From an optimization exercise on the open Yosys and OpenROAD flow, aimed at small area, a short achievable clock period and few clock cycles per item; shortcuts taken in it are not production practice.
At most, simulation tests tie the RTL to the original design; equivalence was not proved.
Power is estimated from default activity; no workload was simulated.

==> 05-21: inputs <==
==> flow/design.v (excerpt) <==
module incubator_setpoint_and_alarm_supervisor #(
  parameter int MAX_DIGITS = 4
) (
  input  logic              clk,
  input  logic              rst_n,
  input  logic              in_valid,
  output logic              in_ready,
  input  logic [1:0]        in_opcode,
  input  logic [isas_pkg::TEMP_W-1:0] in_measured_temp,
  input  logic [3:0]        in_key_code,
  input  logic [isas_pkg::HOST_W-1:0] in_host_target,
  output logic              out_valid,
  input  logic              out_ready,
  output logic [1:0]        out_mode,
  output logic              out_buzzer_on,
  output logic [isas_pkg::TEMP_W-1:0] out_target_temp,
  output logic [isas_pkg::SECS_W-1:0] out_run_seconds,
  output logic              out_control_active,
  output logic              out_controller_reset,
  output logic              out_drive_stop,
  output logic [1:0]        out_host_reply,
  input  logic              cfg_psel,
  input  logic              cfg_penable,
  input  logic              cfg_pwrite,
  input  logic [isas_pkg::APB_AW-1:0] cfg_paddr,
  input  logic [isas_pkg::APB_DW-1:0] cfg_pwdata,
  output logic [isas_pkg::APB_DW-1:0] cfg_prdata,
  output logic              cfg_pready
);
Settings: LEC_CHECK=0, CAP_MARGIN=20, CORE_MARGIN=2, CORE_UTILIZATION=60, SETUP_SLACK_MARGIN=4.6, SLEW_MARGIN=20; clock period 8.0 ns.
standard.sh (not shown) runs the stock make flow with config.mk's settings and CLKGATE_MAP_FILE= SYNTH_SCRIPT=/design/flow/synth_recipe.tcl, a recipe that flattens the netlist after the stock synthesis.
==> flow/flow/run.sh <==
#!/bin/bash
# Own layout flow: the standard flow (standard.sh: the standard synthesis
# and ORFS steps, unchanged) with one ORFS setting passed through the
# environment: BUFFER_PORTS_ARGS makes every port buffer a
# sky130_fd_sc_hd__buf_1 cell instead of the default delay buffer
# (clkdlybuf4s50_1), which is larger and slower. Every input and output port
# is still buffered; the clock period and constraints are the standard flow's.
# The make/ORFS output goes to standard_flow.log; each ORFS step keeps its own
# log under orfs/logs/.
set -euo pipefail
export BUFFER_PORTS_ARGS="-buffer_cell sky130_fd_sc_hd__buf_1"
bash standard.sh > standard_flow.log 2>&1
==> 12-25: changes against 05-21 <==
--- a/flow/design.v
+++ b/flow/design.v
@@ -44,17 +44,16 @@
   typedef struct packed {
     logic [BAND_W-1:0]   alarm_band;
     temp_t               min_target;
     temp_t               max_target;
     temp_t               default_target;
     logic [CNT16_W-1:0]  startup_ticks;
     logic [CNT16_W-1:0]  stuck_ticks;
     logic [TICKMS_W-1:0] tick_ms;
-    logic                tick_ms_write;
     logic                load_default;
   } cfg_regs_t;
   typedef struct packed {
     logic             sub;
     logic [ALU_W-1:0] a;
     logic [ALU_W-1:0] b;
   } alu_req_t;
   typedef struct packed {
@@ -135,17 +134,16 @@
   assign prdata = APB_DW'(rdata_r);
   assign cfg.alarm_band     = band_r;
   assign cfg.min_target     = min_r;
   assign cfg.max_target     = max_r;
   assign cfg.default_target = default_r;
   assign cfg.startup_ticks  = startup_r;
   assign cfg.stuck_ticks    = stuck_r;
   assign cfg.tick_ms        = tickms_r;
-  assign cfg.tick_ms_write  = rst_n && wr && (idx == CFG_IDX_TICKMS);
   assign cfg.load_default   = load_r;
 endmodule
 import isas_pkg::*;
 module incubator_setpoint_and_alarm_supervisor #(
   parameter int MAX_DIGITS = 4
 ) (
   input  logic              clk,
   input  logic              rst_n,
@@ -200,18 +198,17 @@
   logic [3:0]          div_step_r;
   logic [3:0]          div_rem_r;
   logic                div_start;
   logic                busy;
   logic [CNT16_W-1:0]  blank_r,  blank_nxt;
   logic [BST_W-1:0]    best_r,   best_nxt;
   logic [CNT16_W-1:0]  nogain_r, nogain_nxt;
   logic                buzzer_r, buzzer_nxt;
-  logic [10:0]         msum_r;
-  logic                tm_fix_r;    
+  logic [9:0]          millis_r, millis_nxt;
   logic [SECS_W-1:0]   secs_r,   secs_nxt;
   logic                active_r, active_nxt;
   logic                pid_r,    pid_nxt;
   logic                stop_r,   stop_nxt;
   logic [1:0]          reply_r,  reply_nxt;
   logic                out_valid_r;
   isas_cfg u_cfg (
     .clk     (clk),
@@ -292,60 +289,56 @@
   end
   logic              run_like;
   logic [TEMP_W-1:0] err;
   logic              blanking;
   logic              in_band;
   logic              better;
   logic              stuck_inc;
   logic [16:0]       nogain_p1;
+  logic [10:0]       ms_sum;
   logic              ms_c1, ms_c2;
-  logic [9:0]        ms_new;      
-  logic [10:0]       ms_base;
-  logic [10:0]       ms_word;     
-  logic              ms_upd;      
-  logic [10:0]       ms_old;
-  logic [10:0]       ms_add;
+  logic [10:0]       ms_new;
+  logic [11:0]       ms_s1, ms_s2;
   logic [SECS_W-1:1] secs_hi_p1;
   logic              secs_cy;
   logic [SECS_W-1:0] secs_tick;
   logic [3:0]        key;
   logic [13:0]       kv_x10;
   logic [9:0]        kv10;      
   assign run_like = (mode_r == MODE_RUN) || (mode_r == MODE_ALARM);
   assign err = s1_data;
   assign blanking  = blank_r < cfg.startup_ticks;
   assign in_band   = err <= BST_W'(cfg.alarm_band);
   assign better    = (best_r == '0) || (err < best_r);
   assign nogain_p1 = {1'b0, nogain_r} + 17'd1;
   assign stuck_inc = nogain_p1 >= {1'b0, cfg.stuck_ticks};
-  assign ms_c1   = msum_r >= 11'd1000;
-  assign ms_c2   = msum_r >= 11'd2000;
-  assign ms_new  = 10'(msum_r - (ms_c2 ? 11'd2000 : ms_c1 ? 11'd1000 : 11'd0));
-  assign ms_old  = msum_r - {1'b0, cfg.tick_ms};    
-  assign ms_base = tm_fix_r ? msum_r : ms_word;
-  assign ms_add  = ms_base + {1'b0, cfg.tick_ms};
+  assign ms_sum = {1'b0, millis_r} + {1'b0, cfg.tick_ms};
+  assign ms_s1  = {2'b0, millis_r} + {2'b0, cfg.tick_ms} - 12'd1000;
+  assign ms_s2  = {2'b0, millis_r} + {2'b0, cfg.tick_ms} - 12'd2000;
+  assign ms_c1  = !ms_s1[11];
+  assign ms_c2  = !ms_s2[11];
+  assign ms_new = ms_c2 ? ms_s2[10:0] : ms_c1 ? ms_s1[10:0] : ms_sum;
   assign secs_hi_p1 = secs_r[SECS_W-1:1] + 31'd1;
   assign secs_cy    = ms_c2 || (ms_c1 && secs_r[0]);
   assign secs_tick  = {secs_cy ? secs_hi_p1 : secs_r[SECS_W-1:1], secs_r[0] ^ (ms_c1 && !ms_c2)};
   assign key = s1_data[3:0];
   assign kv_x10 = (14'(kv_r[9:0]) << 3) + (14'(kv_r[9:0]) << 1) + 14'(key);
   assign kv10   = (10'(kv_r[6:0]) << 3) + (10'(kv_r[6:0]) << 1);
   always_comb begin
     mode_nxt   = mode_r;
     target_nxt = target_r;
     count_nxt  = count_r;
     kv_nxt     = kv_r;
     div_start  = 1'b0;
     blank_nxt  = blank_r;
     best_nxt   = best_r;
     nogain_nxt = nogain_r;
     buzzer_nxt = buzzer_r;
-    ms_word    = '0;
-    ms_upd     = 1'b0;
+    millis_nxt = millis_r;
     secs_nxt   = secs_r;
     active_nxt = 1'b0;
     pid_nxt    = 1'b0;
     stop_nxt   = 1'b0;
     reply_nxt  = REPLY_NONE;
     unique case (s1_op)
       OP_TICK: begin
         if (!run_like) begin
@@ -371,18 +364,17 @@
             if (!nogain_p1[16]) begin
               nogain_nxt = nogain_p1[15:0];
             end
             if (stuck_inc) begin
               mode_nxt   = MODE_ALARM;
               buzzer_nxt = 1'b1;
             end
           end
-          ms_upd     = 1'b1;
-          ms_word    = {1'b0, ms_new};
+          millis_nxt = ms_new[9:0];
           secs_nxt   = secs_tick;
         end
       end
       OP_KEY: begin
         if (s1_ks) begin
           if (mode_r == MODE_SET) begin
             if (count_r != 3'd0) begin
               count_nxt = count_r - 3'd1;
@@ -390,17 +382,17 @@
             end
           end else begin
             mode_nxt  = MODE_SET;
             count_nxt = 3'd0;
             kv_nxt    = '0;
           end
         end else if (s1_kh) begin
           secs_nxt   = '0;
-          ms_upd     = 1'b1;
+          millis_nxt = '0;
           if (mode_r == MODE_RUN) begin
             mode_nxt = MODE_IDLE;
             stop_nxt = 1'b1;
           end else begin
             if (mode_r == MODE_SET) begin
               if (s1_ok) begin
                 target_nxt = s1_data;
               end
@@ -431,48 +423,42 @@
         end else begin
           reply_nxt = REPLY_RANGE;
         end
       end
       default: begin
         mode_nxt   = MODE_IDLE;
         stop_nxt   = 1'b1;
         secs_nxt   = '0;
-        ms_upd     = 1'b1;
+        millis_nxt = '0;
         reply_nxt  = REPLY_ACCEPT;
       end
     endcase
   end
   always_ff @(posedge clk) begin
     if (!rst_n) begin
       mode_r      <= MODE_IDLE;
       target_r    <= DEFAULT_RST;
       blank_r     <= '0;
       best_r      <= '0;
       nogain_r    <= '0;
       buzzer_r    <= 1'b0;
-      msum_r      <= 11'(TICKMS_RST);   
-      tm_fix_r    <= 1'b0;
+      millis_r    <= '0;
       secs_r      <= '0;
       out_valid_r <= 1'b0;
     end else begin
       if (adv) begin
         mode_r      <= mode_nxt;
         blank_r     <= blank_nxt;
         best_r      <= best_nxt;
         nogain_r    <= nogain_nxt;
         buzzer_r    <= buzzer_nxt;
+        millis_r    <= millis_nxt;
         secs_r      <= secs_nxt;
       end
-      tm_fix_r <= cfg.tick_ms_write;
-      if (cfg.tick_ms_write) begin
-        msum_r <= ms_old;
-      end else if (tm_fix_r || (adv && ms_upd)) begin
-        msum_r <= ms_add;
-      end
       if (cfg.load_default) begin
         target_r <= cfg.default_target;   
       end else if (adv) begin
         target_r <= target_nxt;
       end
       if (adv) begin
         out_valid_r <= 1'b1;
       end else if (out_ready) begin
Settings changed: SETUP_SLACK_MARGIN 4.6 to 4.4.
==> summary.txt <==
Of 05-21 and 12-25, 05-21 has the higher fmax (gap 1.0%, measured against 12-25). Between 12-25 and 05-21, the lower design area is in 12-25 (gap about 3.5%, measured against 05-21). Between 05-21 and 12-25, the lower total power is in 12-25 (gap 3.1%, measured against 12-25). Critical path depth: 12-25 is lower than 05-21 (4).
==> figures <==
Crit path top cell by count: 05-21 sky130_fd_sc_hd__o21ai_0; 12-25 sky130_fd_sc_hd__buf_4
Cell Int Power: 05-21 2.57 mW; 12-25 2.51 mW
Fraction of synthesized cell area taken by the top area cell type: 05-21 22.0%; 12-25 22.9%
End of the worst register-to-register path: 05-21 msum_r[6]$_SDFFE_PN1P_; 12-25 secs_r[16]$_SDFFE_PN0P_
Quantity of gates resized following cts: 05-21 80; 12-25 40
Complex-gate fraction of the synthesized area: 05-21 15.4%; 12-25 15.4%
Run status: 05-21 finished clean; 12-25 finished clean
Smallest setup slack after layout: 05-21 4.37 ns; 12-25 4.33 ns
Critical path buffers and inverters: 05-21 2; 12-25 3
R2R Path Start: 05-21 msum_r[9]$_SDFFE_PN0P_; 12-25 u_cfg.tickms_r[0]$_DFFE_PP_
Testbench counts of 12-25, summed over its fixed seeds: cycles 20,685, items 20,000.
Only the layout flow was run in 05-21; the RTL was not checked for function there.

## what the ideal ports hide
In the flow no input, the clock included, has a driving cell. The finished layouts below were timed again as built, in two steps.
Step 1 (the two cells are an assumption about what drives the block):
set clk [get_ports {clk}]
set_driving_cell -lib_cell sky130_fd_sc_hd__clkbuf_16 $clk
set_driving_cell -lib_cell sky130_fd_sc_hd__buf_2 [delete_from_list [all_inputs] $clk]
Step 2 adds t to the input delays and takes it off the output delays; t is the mean of the earliest and latest rising clock arrival at the registers after step 1. Input paths then give back, and output paths get back, about the clock's delay inside the block.
Slacks: ideal ports / drivers / drivers and shift; pairs: ideal ports / drivers.
run	t, ns	setup slack, ns	hold slack, ns	worst setup path after step 2	worst data-port slew with drivers (ns)
05-21	0.615	4.371 / 4.371 / 3.926	0.493 / 0.493 / 0.493	input to register	0.05
12-25	0.599	4.335 / 4.350 / 3.751	0.464 / 0.464 / 0.464	input to register	0.05
After both steps every run listed still meets setup and hold. The setup slack of 12-25, which loses most, moves by +0.015 ns with the drivers and by -0.584 ns with both steps.
